Background: an optimization exercise with open tools, aiming at a short achievable clock period and few clock cycles. Do not read the settings as production practice. At most, simulation tests tie the RTL to the original design; equivalence was not proved. No functional check of the RTL was part of run 1. No activity file was given, so power comes from the tool's default toggle rates.

[flow/run.sh]
#!/bin/bash
# synth_recipe.tcl (not shown) runs the flow's synth.tcl, then flattens the netlist and writes it again
# the make line also repeats each setting of config.mk as NAME=value (left out here)
make -C /OpenROAD-flow-scripts/flow DESIGN_CONFIG=/design/flow/config.mk WORK_HOME=/design/flow/orfs CLKGATE_MAP_FILE= SYNTH_SCRIPT=/design/flow/synth_recipe.tcl finish
[flow/config.mk]
export PLATFORM = sky130hd
export DESIGN_NAME = hankel_column_generator
export DESIGN_NICKNAME = hankel_column_generator
export VERILOG_FILES = /design/flow/design.v
export SDC_FILE = /design/flow/constraint.sdc
export NUM_CORES = 4
export LEC_CHECK = 0
export ABC_CLOCK_PERIOD_IN_PS = 2000
export CAP_MARGIN = 20
export CORE_MARGIN = 2
export CORE_UTILIZATION = 40
export SETUP_SLACK_MARGIN = 2.5
export SLEW_MARGIN = 20
[flow/constraint.sdc]
create_clock -name core_clock -period 4.5 [get_ports {clock}]
set_input_delay 0.9000 -clock core_clock [delete_from_list [all_inputs] [get_ports {clock}]]
set_output_delay 0.9000 -clock core_clock [all_outputs]
set_load 0.01 [all_outputs]
[flow/design.v]
package hcg_pkg;
   localparam int COORD_BITS      = 16;
   localparam int WINDOW_BITS     = 6;
   localparam int ROW_BITS        = 6;
   localparam int COL_BITS        = 16;
   localparam int SEEN_BITS       = 17;
   localparam int CSR_INDEX_BITS  = 2;
   localparam int CSR_DATA_BITS   = 6;
   localparam int DEFAULT_MAX_WINDOW = 32;
   localparam logic [SEEN_BITS-1:0]   SEEN_MAX      = '1;
   localparam logic [COL_BITS-1:0]    COL_MAX       = '1;
   localparam logic [WINDOW_BITS-1:0] WINDOW_RESET  = 6'd8;
   localparam logic [CSR_INDEX_BITS-1:0] REG_WINDOW_LENGTH = 2'd0;
   localparam logic [CSR_INDEX_BITS-1:0] REG_LAYOUT_MODE   = 2'd1;
   localparam logic LAYOUT_INTERLEAVED = 1'b0;
   localparam logic LAYOUT_STACKED     = 1'b1;
endpackage
module hcg_window_ram #(
   parameter int DEPTH      = 64,
   parameter int ADDR_BITS  = 6,
   parameter int COORD_BITS = 16
) (
   input  logic                      clock,
   input  logic                      wr_en,
   input  logic [ADDR_BITS-1:0]      wr_addr,
   input  logic [2*COORD_BITS-1:0]   wr_data,
   input  logic [ADDR_BITS-1:0]      rd_addr,
   input  logic                      rd_half,
   output logic [8*COORD_BITS-1:0]   cand_data
);
   localparam int GROUPS = DEPTH / 8;
   logic [2*COORD_BITS-1:0] mem_ff [DEPTH];
   logic [8*COORD_BITS-1:0] cand_ff;
   always_ff @(posedge clock) begin
      if (wr_en) begin
         mem_ff[wr_addr] <= wr_data;
      end
   end
   always_ff @(posedge clock) begin
      for (int g = 0; g < GROUPS; g++) begin
         cand_ff[g*COORD_BITS +: COORD_BITS] <=
            rd_half ? mem_ff[{3'(g), rd_addr[2:0]}][COORD_BITS-1:0]
                    : mem_ff[{3'(g), rd_addr[2:0]}][2*COORD_BITS-1:COORD_BITS];
      end
   end
   assign cand_data = cand_ff;
endmodule
import hcg_pkg::*;
module hankel_column_generator #(
   parameter int MAX_WINDOW = hcg_pkg::DEFAULT_MAX_WINDOW
) (
   input  logic                                clock,
   input  logic                                reset,
   input  logic                                req_valid,
   output logic                                req_ready,
   input  logic [hcg_pkg::COORD_BITS-1:0]      req_x_coord,
   input  logic [hcg_pkg::COORD_BITS-1:0]      req_y_coord,
   input  logic                                req_starts_track,
   output logic                                rsp_valid,
   input  logic                                rsp_ready,
   output logic [hcg_pkg::COORD_BITS-1:0]      rsp_element,
   output logic [hcg_pkg::ROW_BITS-1:0]        rsp_row_index,
   output logic [hcg_pkg::COL_BITS-1:0]        rsp_column_index,
   output logic                                rsp_column_end,
   input  logic                                csr_write_en,
   input  logic [hcg_pkg::CSR_INDEX_BITS-1:0]  csr_index,
   input  logic [hcg_pkg::CSR_DATA_BITS-1:0]   csr_write_data
);
   localparam int SLOT_BITS = 6;                  
   localparam int PTR_BITS  = SLOT_BITS + 1;      
   localparam int DQ_DEPTH  = 16;                 
   localparam int OQ_DEPTH  = 4;                  
   localparam int CM_BITS   = 5;
   localparam logic [PTR_BITS-1:0] MAX_LEAD = PTR_BITS'(28);
   localparam logic [WINDOW_BITS-1:0] MAX_W = WINDOW_BITS'(MAX_WINDOW);
   typedef struct packed {
      logic [PTR_BITS-1:0]    p;        
      logic [SLOT_BITS-1:0]   oldest;   
      logic [COL_BITS-1:0]    col;
      logic                   lay;
      logic                   w1;       
      logic [ROW_BITS-1:0]    wm2;      
      logic [ROW_BITS-1:0]    e2;       
   } desc_t;
   typedef struct packed {
      logic [COORD_BITS-1:0]  el;
      logic [ROW_BITS-1:0]    row;
      logic [COL_BITS-1:0]    col;
      logic                   last;
   } entry_t;
   logic                      ready_ff;
   logic                      s1_v;
   logic [COORD_BITS-1:0]     s1_x, s1_y;
   logic                      s1_st;
   logic                      c1_we;
   logic [CSR_INDEX_BITS-1:0] c1_idx;
   logic [CSR_DATA_BITS-1:0]  c1_data;
   always_ff @(posedge clock) begin
      if (reset) begin
         s1_v  <= 1'b0;
         c1_we <= 1'b0;
      end else begin
         s1_v  <= req_valid & ready_ff;
         c1_we <= csr_write_en;
      end
      s1_x    <= req_x_coord;
      s1_y    <= req_y_coord;
      s1_st   <= req_starts_track;
      c1_idx  <= csr_index;
      c1_data <= csr_write_data;
   end
   logic [WINDOW_BITS-1:0] cfg_w;
   logic                   cfg_lay;
   logic [WINDOW_BITS-1:0] clamp_w;
   always_comb begin
      if (c1_data == '0)        clamp_w = WINDOW_BITS'(1);
      else if (c1_data > MAX_W) clamp_w = MAX_W;
      else                      clamp_w = c1_data;
   end
   always_ff @(posedge clock) begin
      if (reset) begin
         cfg_w   <= WINDOW_RESET;
         cfg_lay <= LAYOUT_INTERLEAVED;
      end else if (c1_we) begin
         if (c1_idx == REG_WINDOW_LENGTH) cfg_w   <= clamp_w;
         if (c1_idx == REG_LAYOUT_MODE)   cfg_lay <= c1_data[0];
      end
   end
   logic [SEEN_BITS-1:0]   seen_ff;
   logic [SEEN_BITS-1:0]   seen_next;
   logic [PTR_BITS-1:0]    wp_ff;
   logic                   s2_v;
   logic [SEEN_BITS-1:0]   s2_seen;
   logic [WINDOW_BITS-1:0] s2_w;
   logic                   s2_lay;
   logic [PTR_BITS-1:0]    s2_p;
   always_comb begin
      if (s1_st)                  seen_next = SEEN_BITS'(1);
      else if (seen_ff == SEEN_MAX) seen_next = seen_ff;
      else                        seen_next = seen_ff + 1'b1;
   end
   always_ff @(posedge clock) begin
      if (reset) begin
         seen_ff <= '0;
         wp_ff   <= '0;
         s2_v    <= 1'b0;
      end else begin
         s2_v <= s1_v;
         if (s1_v) begin
            seen_ff <= seen_next;
            wp_ff   <= wp_ff + 1'b1;
         end
      end
      s2_seen <= seen_next;
      s2_w    <= cfg_w;
      s2_lay  <= cfg_lay;
      s2_p    <= wp_ff;
   end
   logic [SEEN_BITS:0]     diff;
   logic                   s3_v;
   logic                   s3_has;
   desc_t                  s3_d;
   assign diff = {1'b0, s2_seen} - {{(SEEN_BITS+1-WINDOW_BITS){1'b0}}, s2_w};
   always_ff @(posedge clock) begin
      if (reset) begin
         s3_v <= 1'b0;
      end else begin
         s3_v <= s2_v;
      end
      s3_has      <= ~diff[SEEN_BITS];
      s3_d.p      <= s2_p;
      s3_d.oldest <= s2_p[SLOT_BITS-1:0] - SLOT_BITS'(s2_w) + 1'b1;
      s3_d.col    <= diff[SEEN_BITS-1] ? COL_MAX : diff[COL_BITS-1:0];
      s3_d.lay    <= s2_lay;
      s3_d.w1     <= (s2_w == WINDOW_BITS'(1));
      s3_d.wm2    <= ROW_BITS'(s2_w) - ROW_BITS'(2);
      s3_d.e2     <= {s2_w[ROW_BITS-2:0], 1'b0} - ROW_BITS'(2);
   end
   desc_t                  dq    [DQ_DEPTH];
   logic [DQ_DEPTH-1:0]    dq_v;
   logic                   dq_push;
   logic                   dq_pop;
   logic [CM_BITS-1:0]     cm_ff;       
   assign dq_push = s3_v & s3_has;
   always_ff @(posedge clock) begin
      for (int i = 0; i < DQ_DEPTH; i++) begin
         if (dq_pop) begin
            if (i == DQ_DEPTH - 1 || !dq_v[(i+1) % DQ_DEPTH]) dq[i] <= s3_d;
            else                                              dq[i] <= dq[(i+1) % DQ_DEPTH];
         end else begin
            if (!dq_v[i]) dq[i] <= s3_d;
         end
      end
      if (reset) begin
         dq_v  <= '0;
         cm_ff <= '0;
      end else begin
         for (int i = 0; i < DQ_DEPTH; i++) begin
            if (dq_pop) begin
               dq_v[i] <= ((i == DQ_DEPTH - 1) ? 1'b0 : dq_v[(i+1) % DQ_DEPTH])
                          | (dq_push & dq_v[i]);
            end else begin
               dq_v[i] <= dq_v[i] | (dq_push & ((i == 0) ? 1'b1 : dq_v[(i+DQ_DEPTH-1) % DQ_DEPTH]));
            end
         end
         cm_ff <= cm_ff + CM_BITS'(s1_v) - CM_BITS'(dq_pop) - CM_BITS'(s3_v & ~s3_has);
      end
   end
   logic                   cv;
   logic [PTR_BITS-1:0]    c_p;
   logic [SLOT_BITS-1:0]   c_slot;
   logic [SLOT_BITS-1:0]   c_oldest;
   logic                   c_half;
   logic [ROW_BITS-1:0]    c_row;
   logic [COL_BITS-1:0]    c_col;
   logic                   c_lay;
   logic                   c_end;
   logic                   c_wrap;
   logic [ROW_BITS-1:0]    c_wm2;
   logic [ROW_BITS-1:0]    c_e2;
   logic                   cred_ff;
   logic                   issue;
   assign issue  = cv & cred_ff;
   assign dq_pop = dq_v[0] & (~cv | (issue & c_end));
   always_ff @(posedge clock) begin
      if (dq_pop) begin
         c_p      <= dq[0].p;
         c_slot   <= dq[0].oldest;
         c_oldest <= dq[0].oldest;
         c_half   <= 1'b0;
         c_row    <= '0;
         c_col    <= dq[0].col;
         c_lay    <= dq[0].lay;
         c_end    <= 1'b0;
         c_wrap   <= dq[0].lay & dq[0].w1;
         c_wm2    <= dq[0].wm2;
         c_e2     <= dq[0].e2;
      end else if (issue) begin
         c_row  <= c_row + 1'b1;
         c_end  <= (c_row == c_e2);
         c_wrap <= c_lay & (c_row == c_wm2);
         if (c_lay == LAYOUT_INTERLEAVED) begin
            c_half <= ~c_half;
            if (c_half) c_slot <= c_slot + 1'b1;
         end else if (c_wrap) begin
            c_half <= 1'b1;
            c_slot <= c_oldest;
         end else begin
            c_slot <= c_slot + 1'b1;
         end
      end
      if (reset) begin
         cv <= 1'b0;
      end else if (dq_pop) begin
         cv <= 1'b1;
      end else if (issue & c_end) begin
         cv <= 1'b0;
      end
   end
   logic                   a_v;
   logic [SLOT_BITS-1:0]   a_slot;
   logic                   a_half;
   logic [ROW_BITS-1:0]    a_row;
   logic [COL_BITS-1:0]    a_col;
   logic                   a_last;
   logic                   b_v;
   logic [2:0]             b_grp;
   logic [ROW_BITS-1:0]    b_row;
   logic [COL_BITS-1:0]    b_col;
   logic                   b_last;
   logic [8*COORD_BITS-1:0] cand;
   entry_t                 b_entry;
   hcg_window_ram #(
      .DEPTH      (64),
      .ADDR_BITS  (SLOT_BITS),
      .COORD_BITS (COORD_BITS)
   ) u_store (
      .clock     (clock),
      .wr_en     (s1_v),
      .wr_addr   (wp_ff[SLOT_BITS-1:0]),
      .wr_data   ({s1_x, s1_y}),
      .rd_addr   (a_slot),
      .rd_half   (a_half),
      .cand_data (cand)
   );
   always_ff @(posedge clock) begin
      if (reset) begin
         a_v <= 1'b0;
         b_v <= 1'b0;
      end else begin
         a_v <= issue;
         b_v <= a_v;
      end
      a_slot <= c_slot;
      a_half <= c_half;
      a_row  <= c_row;
      a_col  <= c_col;
      a_last <= c_end;
      b_grp  <= a_slot[SLOT_BITS-1:3];
      b_row  <= a_row;
      b_col  <= a_col;
      b_last <= a_last;
   end
   assign b_entry.el   = cand[b_grp*COORD_BITS +: COORD_BITS];
   assign b_entry.row  = b_row;
   assign b_entry.col  = b_col;
   assign b_entry.last = b_last;
   entry_t                 oq    [OQ_DEPTH];
   logic [OQ_DEPTH-1:0]    oq_v;
   logic                   take;
   logic [2:0]             occ_ff;
   logic [2:0]             occ_next;
   assign take     = oq_v[0] & rsp_ready;
   assign occ_next = occ_ff + 3'(issue) - 3'(take);
   always_ff @(posedge clock) begin
      for (int i = 0; i < OQ_DEPTH; i++) begin
         if (take) begin
            if (i == OQ_DEPTH - 1 || !oq_v[(i+1) % OQ_DEPTH]) oq[i] <= b_entry;
            else                                              oq[i] <= oq[(i+1) % OQ_DEPTH];
         end else begin
            if (!oq_v[i]) oq[i] <= b_entry;
         end
      end
      if (reset) begin
         oq_v    <= '0;
         occ_ff  <= '0;
         cred_ff <= 1'b0;
      end else begin
         for (int i = 0; i < OQ_DEPTH; i++) begin
            if (take) begin
               oq_v[i] <= ((i == OQ_DEPTH - 1) ? 1'b0 : oq_v[(i+1) % OQ_DEPTH])
                          | (b_v & oq_v[i]);
            end else begin
               oq_v[i] <= oq_v[i] | (b_v & ((i == 0) ? 1'b1 : oq_v[(i+OQ_DEPTH-1) % OQ_DEPTH]));
            end
         end
         occ_ff  <= occ_next;
         cred_ff <= (occ_next < 3'(OQ_DEPTH));
      end
   end
   logic [PTR_BITS-1:0]    p_low;
   logic [PTR_BITS-1:0]    lead;
   always_comb begin
      if (cv)           p_low = c_p;
      else if (dq_v[0]) p_low = dq[0].p;
      else              p_low = wp_ff - PTR_BITS'(2);
      lead = wp_ff - p_low;
   end
   always_ff @(posedge clock) begin
      if (reset) begin
         ready_ff <= 1'b0;
      end else begin
         ready_ff <= (lead <= MAX_LEAD) &&
                     ({1'b0, cm_ff} + (CM_BITS+1)'(s1_v) <= (CM_BITS+1)'(DQ_DEPTH - 2));
      end
   end
   assign req_ready        = ready_ff;
   assign rsp_valid        = oq_v[0];
   assign rsp_element      = oq[0].el;
   assign rsp_row_index    = oq[0].row;
   assign rsp_column_index = oq[0].col;
   assign rsp_column_end   = oq[0].last;
endmodule
==> results.txt, run 1 <==
First-pass GRT wire length - 16320 um
Reg clk slew, reported paths - 0.07 ns
Max Freq - 440.5 MHz
Max VDD drop - 177.6 uV
# IOs - 87
Ys Warns - 19
Relative slew slack - 58.25%
Max-slew violations - 0
Gr ovfl total - 0
Most common cell in the netlist - dfxtp_1
Synth unique cells - 52
Final hold slack - 0.3549 ns
Total Nets Final - 686
Worst-Margin Slew - 0.6263 ns
# Max-Cap Violations - 0
Status - finished clean
Critical path class - reg2reg
Top post-synthesis cells by area - dfxtp_1 (42%), ha_1 (7.1%), buf_4 (5.7%)
Vias/cell - 4.990
Clock buffer depth - 2
Synth Area in Compound Gates - 12.76%
Port Buffers - 15
HP Class - reg2reg
Synth Flop Type - dfxtp_1
Crit path time final - 2.270 ns
Tot GR Track Use - 14.86%
Area growth syn-to-layout - 17.38%
Mapped cell area - 5097 um^2
Commonest cells in the netlist - dfxtp_1 (107), nor2_1 (77), nand2_1 (44), buf_4 (39), inv_1 (32)
Dpl hpwl - 6679 um
CP Capture Type - flip-flop
Post-synthesis adder-cell area fraction - 8.297%
CTS tree - done
Die extent in y - 116.9 um
Ratio of cells with drive above 1 in the final layout - 16.99%
Multiplexer area fraction after synthesis - 0.1964%
Number of diodes - 0
Core Rows - 41
FILL cells - 1204
Lkg Pwr - 0.002327 uW
CTS root buf - clkbuf_16
Slowest stage delay, CP - 0.36 ns
Fin. Hold Viols - 0
Number of global-route vias before repair - 3688
CP arrival - 2.49 ns
Hold buffer count at CTS - 0
Routability cong. - 0.8539
Critical Path, Cell by Cell - inv_4 -> ha_4 -> or3_4 -> ha_4 -> o21ai_4 -> a21oi_2 -> buf_4 -> o21a_1 -> o311ai_1 -> nor4_2
Initial antenna violation count - 0
Reg2reg path depth - 10
Cell taking the most area after synthesis - dfxtp_1
Share of synthesized flip-flops with an asynchronous set or reset - 0%
Hold Path Stages - 0
Max FO, Critical Path - 4
Clock skew - 0.01064 ns
Post-synthesis simple-gate area fraction - 20.27%
Fraction of the cycle the final worst path needs - 50.45%
Clock sinks - 107
Horiz. Die Dim - 116.9 um
PnR Total Power - 1865 uW
CTS Buf Count - 9
Largest family of logic cells by synthesized area - simple AND/OR/NAND/NOR gates
Core footprint - 12520 um^2
# DRC - 0
Pwr/cell area - 311.7 nW/um^2
Yosys reg bits - 107
Synth Area in XOR/XNOR - 5.842%
Crit-path most repeated cell - ha_4
EDFF count, synth - 0
Worst EP required - 4.72 ns
Final setup viols - 0
Sequential cell area fraction in the yosys report - 42.02%
Startpoint Class - flip-flop
Slowest CP cell - dfxtp_4
Initial core utilization - 40.72%
Later-pin clock latency in the skew report - 0.34 ns
Drt wl/cell - 12.98 um
Vias - 3912
DRT iter0 DRCs - 285
Yosys top cell area share - 42.02%
# H-tree levels - 3
Largest net degree at the start of global routing - 59
1st-pass router iterations - 5
Unrepaired setup endpoints after global routing - yes
Total Neg Setup Slack - 0 ns
Die area - 13660 um^2
Syn Area/Cell - 8.728 um^2
Total Wirelength - 10180 um
Synth Instances - 584
DRT antenna net count - 0
## report_power, final
part | switching (uW) | internal [uW]
logic | 69.0 | 51.3
clock network | 343 | 407
registers | 25.2 | 969
## state kept, by name, indices dropped and copies added (netlist names), 2 cells and up
register / count
c1_data: 6
c1_idx: 2
c_row: 6
cfg_w: 6
cm_ff: 5
dq_v: 16
occ_ff: 3
oq_v: 4
s2_seen: 17
s2_w: 6
seen_ff: 17
wp_ff: 7
## timing repair
| item | 4_1_cts | 5_1_grt |
|---|---|---|
| gates resized for setup | 38 | 24 |
| cloned | 1 | 0 |
| pin swaps | 12 | 10 |
| buffers inserted | 11 | 15 |
| setup endpoints to repair | 43 | 20 |
## through the flow
step                      setup slack, ns  instances  area, um^2  utilization [%]
after detailed placement            1.516        742        5304            42.37
after floorplan                     2.213        622        5363                -
final                               2.230        784        5983            47.80
after global placement              1.543        742        5304            42.37
after global routing                2.171        784        5983            47.80
after CTS                           2.237        769        5778            46.16
## layout make-up
| cell class | instances | area, um^2 | area share, % |
|---|---|---|---|
| clock inverter | 4 | 35.03 | 0.5855 |
| multi-input combinational | 416 | 2830 | 47.30 |
| inverter | 32 | 127.6 | 2.133 |
| timing repair buffer | 42 | 351.6 | 5.876 |
| tap | 172 | 215.2 | 3.597 |
| clock buffer | 11 | 252.7 | 4.224 |
| sequential | 107 | 2171 | 36.28 |
## layer usage
metal	wire length [um]	part of all wire, %	vias up	track usage (%)
met1	4479	44	1853	16.89
met4	181	1.8	0	4.784
li1	-	-	1985	-
met5	0	0	-	0
met2	5192	51	58	27.40
met3	321	3.2	16	3.502
## final timing paths
kind / slack [ns] / endpoint / from
setup / recovery: 2.23 / ready_ff / wp_ff[2]
hold / removal: 0.35 / s2_w[5] / cfg_w[5]
setup reg to reg: 2.23 / ready_ff / wp_ff[2]
hold reg to reg: 0.35 / s2_w[5] / cfg_w[5]
## cells by family (layout without fill, tap and decap cells)
logic type | after synthesis | in the layout
adder cells (fa/ha/maj) | 32 | 32
AO/OA/AOI/OAI | 96 | 96
AND/OR/NAND/NOR | 213 | 214
multiplexers | 1 | 1
flip-flops | 107 | 107
XOR/XNOR | 34 | 34
buffers and inverters | 100 | 89
other | 1 | 39
## cell usage in the layout (no fill, tap or decap), drive strengths merged, types with 4 or more instances in the layout
cell type | synthesis | routed
xnor2 | 15 | 15
or3 | 12 | 12
a31oi | 12 | 12
conb | 1 | 39
a21oi | 25 | 25
buf | 49 | 29
inv | 32 | 33
xor2 | 19 | 19
dfxtp | 107 | 107
nor2 | 77 | 77
clkbuf | 19 | 11
a222oi | 13 | 13
nor2b | 9 | 10
and3 | 4 | 4
nand3 | 17 | 17
o21ai | 17 | 17
clkdlybuf4s50 | 0 | 11
a21o | 4 | 4
ha | 29 | 29
nand2 | 44 | 44
nand2b | 5 | 5
nor4 | 9 | 9
nand4 | 10 | 10
nor3 | 13 | 13
## critical path: cells and delay by family, from the launching register on
| kind | cells | cell delay [ns] |
|---|---|---|
| simple gates | 2 | 0.43 |
| compound gates | 4 | 0.72 |
| flops | 1 | 0.36 |
| buf+inv | 2 | 0.19 |
| fa+ha+maj | 2 | 0.46 |
==> inputs of run 2 (changes only) <==
--- a/flow/design.v
+++ b/flow/design.v
@@ -75,17 +75,11 @@
    localparam logic [WINDOW_BITS-1:0] MAX_W = WINDOW_BITS'(MAX_WINDOW);
-   typedef struct packed {
-      logic [PTR_BITS-1:0]    p;        
-      logic [SLOT_BITS-1:0]   oldest;   
-      logic [COL_BITS-1:0]    col;
-      logic                   lay;
-      logic                   w1;       
-      logic [ROW_BITS-1:0]    wm2;      
-      logic [ROW_BITS-1:0]    e2;       
-   } desc_t;
-   typedef struct packed {
-      logic [COORD_BITS-1:0]  el;
-      logic [ROW_BITS-1:0]    row;
-      logic [COL_BITS-1:0]    col;
-      logic                   last;
-   } entry_t;
+   localparam int D_E2   = 0;
+   localparam int D_WM2  = D_E2 + ROW_BITS;
+   localparam int D_W1   = D_WM2 + ROW_BITS;
+   localparam int D_LAY  = D_W1 + 1;
+   localparam int D_COL  = D_LAY + 1;
+   localparam int D_OLD  = D_COL + COL_BITS;
+   localparam int D_P    = D_OLD + SLOT_BITS;
+   localparam int DW     = D_P + PTR_BITS;
+   localparam int EW     = COORD_BITS + ROW_BITS + COL_BITS + 1;
    logic                      ready_ff;
@@ -161,3 +155,3 @@
    logic                   s3_has;
-   desc_t                  s3_d;
+   logic [DW-1:0]          s3_d;
    assign diff = {1'b0, s2_seen} - {{(SEEN_BITS+1-WINDOW_BITS){1'b0}}, s2_w};
@@ -170,11 +164,12 @@
       s3_has      <= ~diff[SEEN_BITS];
-      s3_d.p      <= s2_p;
-      s3_d.oldest <= s2_p[SLOT_BITS-1:0] - SLOT_BITS'(s2_w) + 1'b1;
-      s3_d.col    <= diff[SEEN_BITS-1] ? COL_MAX : diff[COL_BITS-1:0];
-      s3_d.lay    <= s2_lay;
-      s3_d.w1     <= (s2_w == WINDOW_BITS'(1));
-      s3_d.wm2    <= ROW_BITS'(s2_w) - ROW_BITS'(2);
-      s3_d.e2     <= {s2_w[ROW_BITS-2:0], 1'b0} - ROW_BITS'(2);
+      s3_d[D_P +: PTR_BITS]     <= s2_p;
+      s3_d[D_OLD +: SLOT_BITS]  <= s2_p[SLOT_BITS-1:0] - SLOT_BITS'(s2_w) + 1'b1;
+      s3_d[D_COL +: COL_BITS]   <= diff[SEEN_BITS-1] ? COL_MAX : diff[COL_BITS-1:0];
+      s3_d[D_LAY]               <= s2_lay;
+      s3_d[D_W1]                <= (s2_w == WINDOW_BITS'(1));
+      s3_d[D_WM2 +: ROW_BITS]   <= ROW_BITS'(s2_w) - ROW_BITS'(2);
+      s3_d[D_E2 +: ROW_BITS]    <= {s2_w[ROW_BITS-2:0], 1'b0} - ROW_BITS'(2);
    end
-   desc_t                  dq    [DQ_DEPTH];
+   logic [DQ_DEPTH*DW-1:0] dq;
+   logic [DW-1:0]          dq0;
    logic [DQ_DEPTH-1:0]    dq_v;
@@ -184,2 +179,3 @@
    assign dq_push = s3_v & s3_has;
+   assign dq0     = dq[DW-1:0];
    always_ff @(posedge clock) begin
@@ -187,6 +183,6 @@
          if (dq_pop) begin
-            if (i == DQ_DEPTH - 1 || !dq_v[(i+1) % DQ_DEPTH]) dq[i] <= s3_d;
-            else                                              dq[i] <= dq[(i+1) % DQ_DEPTH];
+            if (i == DQ_DEPTH - 1 || !dq_v[(i+1) % DQ_DEPTH]) dq[i*DW +: DW] <= s3_d;
+            else dq[i*DW +: DW] <= dq[((i+1) % DQ_DEPTH)*DW +: DW];
          end else begin
-            if (!dq_v[i]) dq[i] <= s3_d;
+            if (!dq_v[i]) dq[i*DW +: DW] <= s3_d;
          end
@@ -226,13 +222,13 @@
       if (dq_pop) begin
-         c_p      <= dq[0].p;
-         c_slot   <= dq[0].oldest;
-         c_oldest <= dq[0].oldest;
+         c_p      <= dq0[D_P +: PTR_BITS];
+         c_slot   <= dq0[D_OLD +: SLOT_BITS];
+         c_oldest <= dq0[D_OLD +: SLOT_BITS];
          c_half   <= 1'b0;
          c_row    <= '0;
-         c_col    <= dq[0].col;
-         c_lay    <= dq[0].lay;
+         c_col    <= dq0[D_COL +: COL_BITS];
+         c_lay    <= dq0[D_LAY];
          c_end    <= 1'b0;
-         c_wrap   <= dq[0].lay & dq[0].w1;
-         c_wm2    <= dq[0].wm2;
-         c_e2     <= dq[0].e2;
+         c_wrap   <= dq0[D_LAY] & dq0[D_W1];
+         c_wm2    <= dq0[D_WM2 +: ROW_BITS];
+         c_e2     <= dq0[D_E2 +: ROW_BITS];
       end else if (issue) begin
@@ -271,3 +267,3 @@
    logic [8*COORD_BITS-1:0] cand;
-   entry_t                 b_entry;
+   logic [EW-1:0]          b_entry;
    hcg_window_ram #(
@@ -303,7 +299,4 @@
    end
-   assign b_entry.el   = cand[b_grp*COORD_BITS +: COORD_BITS];
-   assign b_entry.row  = b_row;
-   assign b_entry.col  = b_col;
-   assign b_entry.last = b_last;
-   entry_t                 oq    [OQ_DEPTH];
+   assign b_entry = {cand[b_grp*COORD_BITS +: COORD_BITS], b_row, b_col, b_last};
+   logic [OQ_DEPTH*EW-1:0] oq;
    logic [OQ_DEPTH-1:0]    oq_v;
@@ -317,6 +310,6 @@
          if (take) begin
-            if (i == OQ_DEPTH - 1 || !oq_v[(i+1) % OQ_DEPTH]) oq[i] <= b_entry;
-            else                                              oq[i] <= oq[(i+1) % OQ_DEPTH];
+            if (i == OQ_DEPTH - 1 || !oq_v[(i+1) % OQ_DEPTH]) oq[i*EW +: EW] <= b_entry;
+            else oq[i*EW +: EW] <= oq[((i+1) % OQ_DEPTH)*EW +: EW];
          end else begin
-            if (!oq_v[i]) oq[i] <= b_entry;
+            if (!oq_v[i]) oq[i*EW +: EW] <= b_entry;
          end
@@ -344,3 +337,3 @@
       if (cv)           p_low = c_p;
-      else if (dq_v[0]) p_low = dq[0].p;
+      else if (dq_v[0]) p_low = dq0[D_P +: PTR_BITS];
       else              p_low = wp_ff - PTR_BITS'(2);
@@ -358,6 +351,3 @@
    assign rsp_valid        = oq_v[0];
-   assign rsp_element      = oq[0].el;
-   assign rsp_row_index    = oq[0].row;
-   assign rsp_column_index = oq[0].col;
-   assign rsp_column_end   = oq[0].last;
+   assign {rsp_element, rsp_row_index, rsp_column_index, rsp_column_end} = oq[EW-1:0];
 endmodule
==> run 2 against run 1 <==
Largest power group unchanged. Critical path type is now reg2out. Clock power increased to 38 times the previous value. Still clean. Global-route usage increased by 6.0 points. Synthesized cell count increased to 13 times the previous value. Largest cell class is now registers. Via count increased to 18 times the previous value.
==> results.txt, run 2 <==
Synth Instances - 7713 (+1200%)
Tot GR Track Use - 20.85% (+6.0 points)
Post-Place Worst Slack - 1.045 ns (-0.4709 ns)
Logic pwr share - 2.6% (-3.9 points)
Clock buffer depth - 4 (+2)
Slowest CP cell - edfxtp_1
CTS tree - done
Initial antenna violation count - 26 (+26)
Hold Path Sink - b_col[12]
1st-pass router iterations - 6 (+1)
CTS root buf - clkbuf_16
Hold Path Stages - 0 (unchanged)
Reg clk slew, reported paths - 0.06 ns (about the same)
CP arrival - 1.53 ns (-0.96 ns)
Gr ovfl total - 0 (unchanged)
Drt wl/cell - 26.55 um (+100%)
Max reg flops - 2048
Die area - 309300 um^2 (+2200%)
Status - finished clean
# DRC - 0 (unchanged)
Core Rows - 202 (+390%)
Crit path time final - 2.429 ns (+0.1583 ns)
Port Buffers - 86 (+71)
# IOs - 87 (unchanged)
Unrepaired setup endpoints after global routing - yes
Max-slew violations - 0 (unchanged)
Syn Area/Cell - 15.81 um^2 (+81%)
Total Wirelength - 333800 um (+3200%)
Top post-synthesis cells by area - edfxtp_1 (54%), dfxtp_1 (19%), mux4_2 (11%)
Fin. Hold Viols - 0 (unchanged)
Hold buffer count at CTS - 0 (unchanged)
Yosys reg bits - 3316 (+3000%)
Slowest stage delay, CP - 0.43 ns (+0.07 ns)
Dpl hpwl - 178000 um (+2600%)
First-pass GRT wire length - 480000 um (+2800%)
DRT antenna net count - 0 (unchanged)
# H-tree levels - 5 (+2)
Area growth syn-to-layout - 22.52%
Synth unique cells - 72 (+38%)
Total Neg Setup Slack - 0 ns (unchanged)
Fraction of the cycle the final worst path needs - 53.97% (+3.5 points)
Total Nets Final - 8400 (+1100%)
Commonest non-fill, non-tap cell in the layout - edfxtp_1
CP Capture Type - output pin
Reg2reg path depth - 10 (unchanged)
Ys Warns - 2 (-17)
Commonest cells in the netlist - edfxtp_1 (2179), nor2_1 (1430), dfxtp_1 (1137), o22ai_1 (634), mux4_2 (610)
Vias - 70610 (+1700%)
Top flop regs - u_store.mem_ff: 2048 flops, dq: 688 flops, oq: 156 flops
Max Freq - 411.8 MHz (-6.5%)
Horiz. Die Dim - 556.2 um (+380%)
Pwr/cell area - 427.1 nW/um^2 (+37%)
HP Class - reg2reg
Clock sinks - 3316 (+3000%)
Worst Setup Slack, final - 2.071 ns (-0.1583 ns)
Vias/cell - 5.615 (+13%)
Reg-to-reg startpoint - wp_ff[1]
Critical path class - reg2out
Die extent in y - 556.2 um (+380%)
Clock share of power - 44.9% (+4.7 points)
Reg-to-reg slack, setup - 2.15 ns (-0.08 ns)
Mapped cell area - 122000 um^2 (+2300%)
Sequential cell area fraction in the yosys report - 72.31% (+30 points)
Worst-Margin Slew - 1.171 ns (+0.5444 ns)
Top reg by flops - u_store.mem_ff
Initial core utilization - 40.25% (-0.48 points)
Sw Share - 21.32% (-2.1 points)
Routability cong. - 0.8081 (-5.4%)
Max FO, Critical Path - 1 (-3)
Clock skew - 0.07271 ns (+0.06207 ns)
Worst EP required - 3.60 ns (-1.12 ns)
Most common cell in the netlist - edfxtp_1
Reg power frac - 52.5% (-0.8 points)
Cell taking the most area after synthesis - edfxtp_1
Synth Flop Type - edfxtp_1
CP top delay family - flip-flops
Relative slew slack - 21.95% (-36 points)
Max VDD drop - 313.0 uV (+76%)
Sw power - 13610 uW (+3000%)
Yosys top cell area share - 53.65% (+12 points)
Lkg Pwr - 0.05121 uW (+2100%)
Number of buffers and inverters on the critical path - 1 (-1)
CTS Buf Count - 342 (+333)
Core footprint - 303000 um^2 (+2300%)
DRT iter0 DRCs - 7138 (+2400%)
Most frequent cells in the layout - edfxtp_1 (2179), nor2_1 (1362), dfxtp_1 (1072)
Share of synthesized flip-flops with an asynchronous set or reset - 0% (unchanged)
Int Pwr - 50210 uW (+3400%)
Min-delay src - a_col[12]
EDFF count, synth - 2179 (+2179)
Worst reg2reg endpoint - ready_ff
Critical Path, Cell by Cell - buf_2
Later-pin clock latency in the skew report - 0.94 ns (+0.60 ns)
Startpoint Class - flip-flop
Final setup viols - 0 (unchanged)
Number of global-route vias before repair - 70460 (+1800%)
# Max-Cap Violations - 0 (unchanged)
Largest net degree at the start of global routing - 71 (+20%)
Ratio of cells with drive above 1 in the final layout - 28.82% (+12 points)
## run 2: changes by cell type in the layout (fill, tap and decap cells not counted), sizes merged, moves of 66 or more
| cell | change |
|---|---|
| edfxtp | +2179 |
| nor2 | +1365 |
| dfxtp | +1030 |
| buf | +648 |
| o22ai | +634 |
| mux4 | +610 |
| clkbuf | +491 |
| a21oi | +131 |
| mux2 | +130 |
| nand2 | +111 |
| clkinv | +109 |
| o21ai | +109 |
| mux2i | +86 |
| a211oi | +66 |
## run 2: cell families (layout without fill, tap and decap cells)
kind of cell,count (synthesis),after routing,synth area share (%)
DFF,3316,3316,72.31
and+or+nand+nor,1806,1821,6.018
xor gates and xnor gates,71,71,0.5099
buffers and inverters,579,1440,2.094
other,0,7,0
adders and majority gates,50,50,0.5437
AOI/OAI and AO/OA,1064,1064,5.345
muxes,827,827,13.18
## run 2: how the worst max path moves through the flow
| stage | startpoint | end | depth (start not counted) |
|---|---|---|---|
| 3_3_place_gp | rsp_ready | occ_ff[2] | 11 |
| 2_1_floorplan | rsp_ready | occ_ff[2] | 11 |
| 4_1_cts | oq[31] | rsp_element[8] | 1 |
| 6_report | oq[20] | rsp_row_index[3] | 1 |
| 5_1_grt | wp_ff[1] | ready_ff | 10 |
| 3_5_place_dp | rsp_ready | occ_ff[2] | 11 |
## run 2: final cells by class
type                       instances  area (um^2)
antenna                            7        17.52
clock buffer                     473         9668
clock inverter                   156         1802
fill                           24550       153600
inverter                          45        226.5
multi-input combinational       3833        33990
sequential                      3316        88340
tap                             3978         4977
timing repair buffer             764        10390
timing repair inverter             2        17.52
## run 2: through the flow
step | std cells | cell area, um^2 | hold slack, ns | utilization [%] | power [uW]
after floorplan | 7713 | 122800 | 0.3096 | - | 34560
after global placement | 11480 | 128400 | 0.3106 | 42.37 | 35480
after detailed placement | 11480 | 128400 | 0.3121 | 42.38 | 35540
after CTS | 12460 | 146900 | 0.3169 | 48.47 | 64160
after global routing | 12570 | 149400 | 0.3285 | 49.31 | 65550
final | 12570 | 149400 | 0.3262 | 49.31 | 63810
## run 2: power by group through the flow
| stage | sequential (uW) | clock, uW | combinational, uW |
|---|---|---|---|
| after floorplan | 33800 | 0 | 729 |
| after global placement | 34200 | 0 | 1330 |
| after detailed placement | 34200 | 0 | 1370 |
| after CTS | 33500 | 29100 | 1550 |
| after global routing | 33500 | 30300 | 1730 |
| final | 33500 | 28700 | 1630 |
## run 2: layer usage
layer  routed length (um)  vias up  global-route usage, %
li1                     -    30740                      -
met1               134900    36700                  27.56
met2               165700     2569                  35.25
met3                20120      580                  2.585
met4                13090       12                  7.672
met5                   69        -                      0
## run 2: repair_timing
action                                   CTS  global route
hold endpoints to repair                   0             0
endpoints found under the setup margin  3230          1939
pin swaps                                119            97
gates cloned                              78            27
setup buffers                            269            85
gates resized for setup                  785           314
Testbench counts of run 2, summed over its fixed seeds: cycles 56,215.

-- afterwards: timing with drivers on the ports --
The flow's constraints put no driver on any port. The routed layouts listed below were extracted and timed again, unchanged, in two steps.
Step 1 sets driving cells, clkbuf_16 on the clock port and buf_2 on the other inputs (assumed; they add their load-dependent delay and slew).
Step 2 also shifts input and output timing later by t, the mid clock arrival at the registers, as if the neighbouring blocks saw the same clock.
Slacks: no drivers / after step 1 / after step 2; pairs: no drivers / after step 1.
| run | t (ns) | slack for setup (ns) | worst setup path at the end | worst register clock-pin slew, ns |
|---|---|---|---|---|
| run 1 | 0.378 | 2.230 / 2.230 / 2.107 | input to register | 0.07 / 0.07 |
| run 2 | 0.999 | 2.071 / 1.972 / 1.673 | input to register | 0.07 / 0.07 |
After both steps setup and hold are still met in every run listed. For run 2, which loses most, drivers alone change the setup slack by -0.099 ns; drivers and shift together by -0.398 ns.
